Background: an optimization exercise with open tools, aiming at small area, a short achievable clock period and few clock cycles. Do not read the settings as production practice. The RTL was checked by simulation tests, not by an equivalence proof against the original design.

JK:
==> flow/design.v (excerpt) <==
module largest_prime_factor (
  input  logic                          clk,
  input  logic                          rst_n,
  input  logic                          in_valid,
  output logic                          in_stall,
  input  logic [lpf_pkg::OUT_WIDTH-1:0] in_value,
  output logic                          out_valid,
  input  logic                          out_stall,
  output logic [lpf_pkg::OUT_WIDTH-1:0] out_largest_factor,
  output logic                          out_status
);
clock: 8.0 ns
lec_check: 0
abc_area: 1
cap_margin: 20
core_margin: 2
core_utilization: 40
slew_margin: 20
run.sh (not shown) runs the stock make flow with config.mk's settings and CLKGATE_MAP_FILE= SYNTH_SCRIPT=/design/flow/synth_recipe.tcl, a recipe that flattens the netlist after the stock synthesis.
Testbench counts of JK, summed over its fixed seeds: cycles 160,428.
Inputs modified between JK and MS:
--- a/flow/design.v
+++ b/flow/design.v
@@ -239,42 +239,34 @@
       d_inc    = {{(DW-FW+1){1'b0}}, d1_r} + {{(DW-3){1'b0}}, wgap(widx1)};
     end
     d1_inc = d_inc[FW-1:0] + FW'(wgap(widx_adv));
     d_prev = d_r - {{(DW-5){1'b0}}, adv_r};
     pre_sel = (state_r == ST_PRE);
     dx_base = pre_sel ? d_r[FW-1:0] : d_prev[FW-1:0];
     dx_pos  = pre_sel ? widx_r : widxp_r;
     dx_sum  = dx_base + FW'(wgap(dx_pos));
   end
   logic [K-1:0]    vbits;
   logic [CW-1:0]   top_pass;
   logic [CW-1:0]   top_m1;
-  logic [CW-1:0]   top_m2;
-  logic [K-1:0]    q_top, q_top1, q_top2;
-  logic            lt_top, lt_top1, lt_top2;  
-  logic            fit1, fit2, fit3;         
+  logic [K-1:0]    q_top, q_top1;
+  logic            lt_top, lt_top1;          
   logic            q_one;                    
   assign vbits    = (state_r == ST_QUO) ? qbits : chunk_r;
   assign top_pass = seen_r ? tseen_r : j_r;
   assign top_m1   = top_pass - CW'(1);
   assign q_top    = q_r[top_pass*K +: K];
   assign q_top1   = q_r[top_m1*K +: K];
   assign lt_top   = (top_pass < CW'(lpf_pkg::DCHUNK)) && (d_inc[top_pass[DCW-1:0]*K +: K] != '0);
   assign lt_top1  = (top_m1 < CW'(lpf_pkg::DCHUNK)) && (d_inc[top_m1[DCW-1:0]*K +: K] != '0);
-  assign top_m2   = top_pass - CW'(2);
-  assign q_top2   = q_r[top_m2*K +: K];
-  assign lt_top2  = (top_m2 < CW'(lpf_pkg::DCHUNK)) && (d_inc[top_m2[DCW-1:0]*K +: K] != '0);
-  assign fit1     = (top_pass >= CW'(1)) && ((DW+1)'(q_top) < d_inc);
-  assign fit2     = (top_pass >= CW'(2)) && ((DW+1)'({q_top, q_top1}) < d_inc);
-  assign fit3     = (top_pass >= CW'(3)) && ((DW+1)'({q_top, q_top1, q_top2}) < d_inc);
   assign q_one    = (q_r[VW-1:1] == '0);
   logic [DW-1:0]   qdiv;
   assign qdiv = rz_r ? d_prev : DW'(dx_sum);
   logic            c1_quo, c1_zero;          
   logic            start;                    
   logic            f_rz, f_lt, f_rz1;        
   logic [DW-1:0]   w_alt;
   logic [FW-1:0]   w1_alt;
   logic [1:0]      cmp_alt, cmp1_alt;
   logic [VW-1:0]   q_alt;
   logic            w_eng, w1_eng, cmp_eng, cmp1_eng, q_wr;
   always_comb begin
@@ -430,39 +422,32 @@
           rz_nxt    = f_rz;
           lt_nxt    = f_lt;
           rz1_nxt   = f_rz1;
           ov_nxt    = d_inc[DW];
           d_nxt     = d_inc[DW-1:0];
           wide_nxt  = is_wide(d_inc[DW-1:0]);
           d1_nxt    = d1_inc;
           adv_nxt   = adv;
           widxp_nxt = widx_r;
           widx_nxt  = widx_adv;
           sb_nxt    = '0;
           j_nxt     = top_pass;
-          if (fit3) begin
-            w_alt     = DW'({q_top, q_top1, q_top2});
-            w1_alt    = FW'({q_top, q_top1, q_top2});
-            j_nxt     = top_pass - CW'(3);
-            seen_nxt  = 1'b1;
-            tseen_nxt = top_pass;
-            cmp_alt   = (lt_top || lt_top1 || lt_top2) ? CMP_LT : CMP_EQ;
-          end else if (fit2) begin
+          if (d_inc[DW-1:2*K] != '0) begin
             w_alt     = DW'({q_top, q_top1});
             w1_alt    = FW'({q_top, q_top1});
             j_nxt     = top_pass - CW'(2);
             seen_nxt  = 1'b1;
             tseen_nxt = top_pass;
             cmp_alt   = (lt_top || lt_top1) ? CMP_LT : CMP_EQ;
-          end else if (fit1) begin
+          end else if (d_inc[DW-1:K] != '0) begin
             w_alt     = DW'(q_top);
             w1_alt    = FW'(q_top);
             j_nxt     = top_pass - CW'(1);
             seen_nxt  = 1'b1;
             tseen_nxt = top_pass;
             cmp_alt   = lt_top ? CMP_LT : CMP_EQ;
           end else begin
             w_alt    = '0;
             w1_alt   = '0;
             seen_nxt = 1'b0;
             cmp_alt  = CMP_EQ;
           end
Results
MS: complete, dirty (negative setup slack)
Proportion of cell area occupied by multi-input gates was lower in the run labelled MS.
Against JK, MS comes in about 9% lower on total routed wirelength.
Per the comparison of MS with JK, total track usage now sits lower; required arrival time at the worst endpoint up 0.06 ns.
Testbench counts of MS, summed over its fixed seeds: cycles 170,202.

---

== lane 1 ==
largest_prime_factor, a different RTL version from the one above (not shown whole).
Size in the first run: roughly 4,200 cells after synthesis, about 210 flip-flops, ~140 I/O pins, about 0.027 mm^2 of cells after synthesis.
Settings: LEC_CHECK=0, ABC_AREA=1, CAP_MARGIN=20, CORE_MARGIN=2, CORE_UTILIZATION=55, SLEW_MARGIN=20; clock period 8.0 ns.
In lane 1 the implementation completed, yet the final layout does not meet the checks, the culprit being setup timing.
> inputs changed (lane 1 -> lane 2)
--- a/flow/design.v
+++ b/flow/design.v
@@ -1,11 +1,11 @@
 package lpf_pkg;
   localparam int VALUE_WIDTH = 64;
   localparam int OUT_WIDTH   = 64;
   localparam int DIV_WIDTH   = 32;                     
-  localparam int FAST_WIDTH  = 11;                     
+  localparam int FAST_WIDTH  = 12;                     
   localparam int FAST_SLACK  = 6;                      
   localparam int STEP_BITS   = 4;                      
   localparam int NCHUNK      = VALUE_WIDTH / STEP_BITS;
   localparam int CHUNK_W     = $clog2(NCHUNK);
   localparam int DCHUNK      = DIV_WIDTH / STEP_BITS;   
   localparam int WHEEL_LEN   = 51;
@@ -245,30 +245,22 @@
     dx_pos  = pre_sel ? widx_r : widxp_r;
     dx_sum  = dx_base + FW'(wgap(dx_pos));
   end
   logic [K-1:0]    vbits;
   logic [CW-1:0]   top_pass;
   logic [CW-1:0]   top_m1;
-  logic [CW-1:0]   top_m2;
-  logic [K-1:0]    q_top, q_top1, q_top2;
-  logic            lt_top, lt_top1, lt_top2;  
-  logic            fit1, fit2, fit3;         
+  logic [K-1:0]    q_top, q_top1;
+  logic            lt_top, lt_top1;          
   logic            q_one;                    
   assign vbits    = (state_r == ST_QUO) ? qbits : chunk_r;
   assign top_pass = seen_r ? tseen_r : j_r;
   assign top_m1   = top_pass - CW'(1);
   assign q_top    = q_r[top_pass*K +: K];
   assign q_top1   = q_r[top_m1*K +: K];
   assign lt_top   = (top_pass < CW'(lpf_pkg::DCHUNK)) && (d_inc[top_pass[DCW-1:0]*K +: K] != '0);
   assign lt_top1  = (top_m1 < CW'(lpf_pkg::DCHUNK)) && (d_inc[top_m1[DCW-1:0]*K +: K] != '0);
-  assign top_m2   = top_pass - CW'(2);
-  assign q_top2   = q_r[top_m2*K +: K];
-  assign lt_top2  = (top_m2 < CW'(lpf_pkg::DCHUNK)) && (d_inc[top_m2[DCW-1:0]*K +: K] != '0);
-  assign fit1     = (top_pass >= CW'(1)) && ((DW+1)'(q_top) < d_inc);
-  assign fit2     = (top_pass >= CW'(2)) && ((DW+1)'({q_top, q_top1}) < d_inc);
-  assign fit3     = (top_pass >= CW'(3)) && ((DW+1)'({q_top, q_top1, q_top2}) < d_inc);
   assign q_one    = (q_r[VW-1:1] == '0);
   logic [DW-1:0]   qdiv;
   assign qdiv = rz_r ? d_prev : DW'(dx_sum);
   logic            c1_quo, c1_zero;          
   logic            start;                    
   logic            f_rz, f_lt, f_rz1;        
@@ -423,27 +415,20 @@
           d1_nxt    = d1_inc;
           adv_nxt   = adv;
           widxp_nxt = widx_r;
           widx_nxt  = widx_adv;
           sb_nxt    = '0;
           j_nxt     = top_pass;
-          if (fit3) begin
-            w_nxt     = DW'({q_top, q_top1, q_top2});
-            w1_nxt    = FW'({q_top, q_top1, q_top2});
-            j_nxt     = top_pass - CW'(3);
-            seen_nxt  = 1'b1;
-            tseen_nxt = top_pass;
-            cmp_nxt   = (lt_top || lt_top1 || lt_top2) ? CMP_LT : CMP_EQ;
-          end else if (fit2) begin
+          if (d_inc[DW-1:2*K] != '0) begin
             w_nxt     = DW'({q_top, q_top1});
             w1_nxt    = FW'({q_top, q_top1});
             j_nxt     = top_pass - CW'(2);
             seen_nxt  = 1'b1;
             tseen_nxt = top_pass;
             cmp_nxt   = (lt_top || lt_top1) ? CMP_LT : CMP_EQ;
-          end else if (fit1) begin
+          end else if (d_inc[DW-1:K] != '0) begin
             w_nxt     = DW'(q_top);
             w1_nxt    = FW'(q_top);
             j_nxt     = top_pass - CW'(1);
             seen_nxt  = 1'b1;
             tseen_nxt = top_pass;
             cmp_nxt   = lt_top ? CMP_LT : CMP_EQ;
### Flow results
Per the final summary, lane 2 finished and its layout is clean on timing, DRC and antenna.
Nothing crashed in lane 1 and all stages finished; the problem is that the final layout failed, the offending checks being setup timing.
Taking lane 1 as the reference, in lane 2 sequential element share of the synthesized area grew by 0.58 points, number of tapcells dropped 7, share of cell area taken by flip-flops and latches has increased, worst clock skew closely matched the old numbers.
Summary of lane 2 over lane 1: count of input and output buffers has remained practically unchanged; global-route usage saw a decrease.
Testbench counts of lane 2, summed over its fixed seeds: cycles 170,145.

separate check: timing with driven ports:
How much do the figures lean on ideal ports? The routed layouts below were timed once more, with nothing changed but the port constraints.
Step 1, drivers: a clkbuf_16 drives clk and a buf_2 each remaining input, both assumed.
Step 2 moves the port delays by t, midway between the first and last clock arrival at a register: inputs arrive t later, outputs are due t later. That takes back most of the time a late clock gives input paths.
Three values: no drivers, after step 1, after step 2; two values: the first two.
run	shift t [ns]	setup WS [ns]	worst setup path at the end
JK	0.653	0.526 / 0.526 / 0.526	register to register
MS	0.679	-0.070 / -0.070 / -0.070	register to register
lane 1	0.649	-0.118 / -0.118 / -0.118	register to register
lane 2	0.643	0.484 / 0.484 / 0.484	register to register
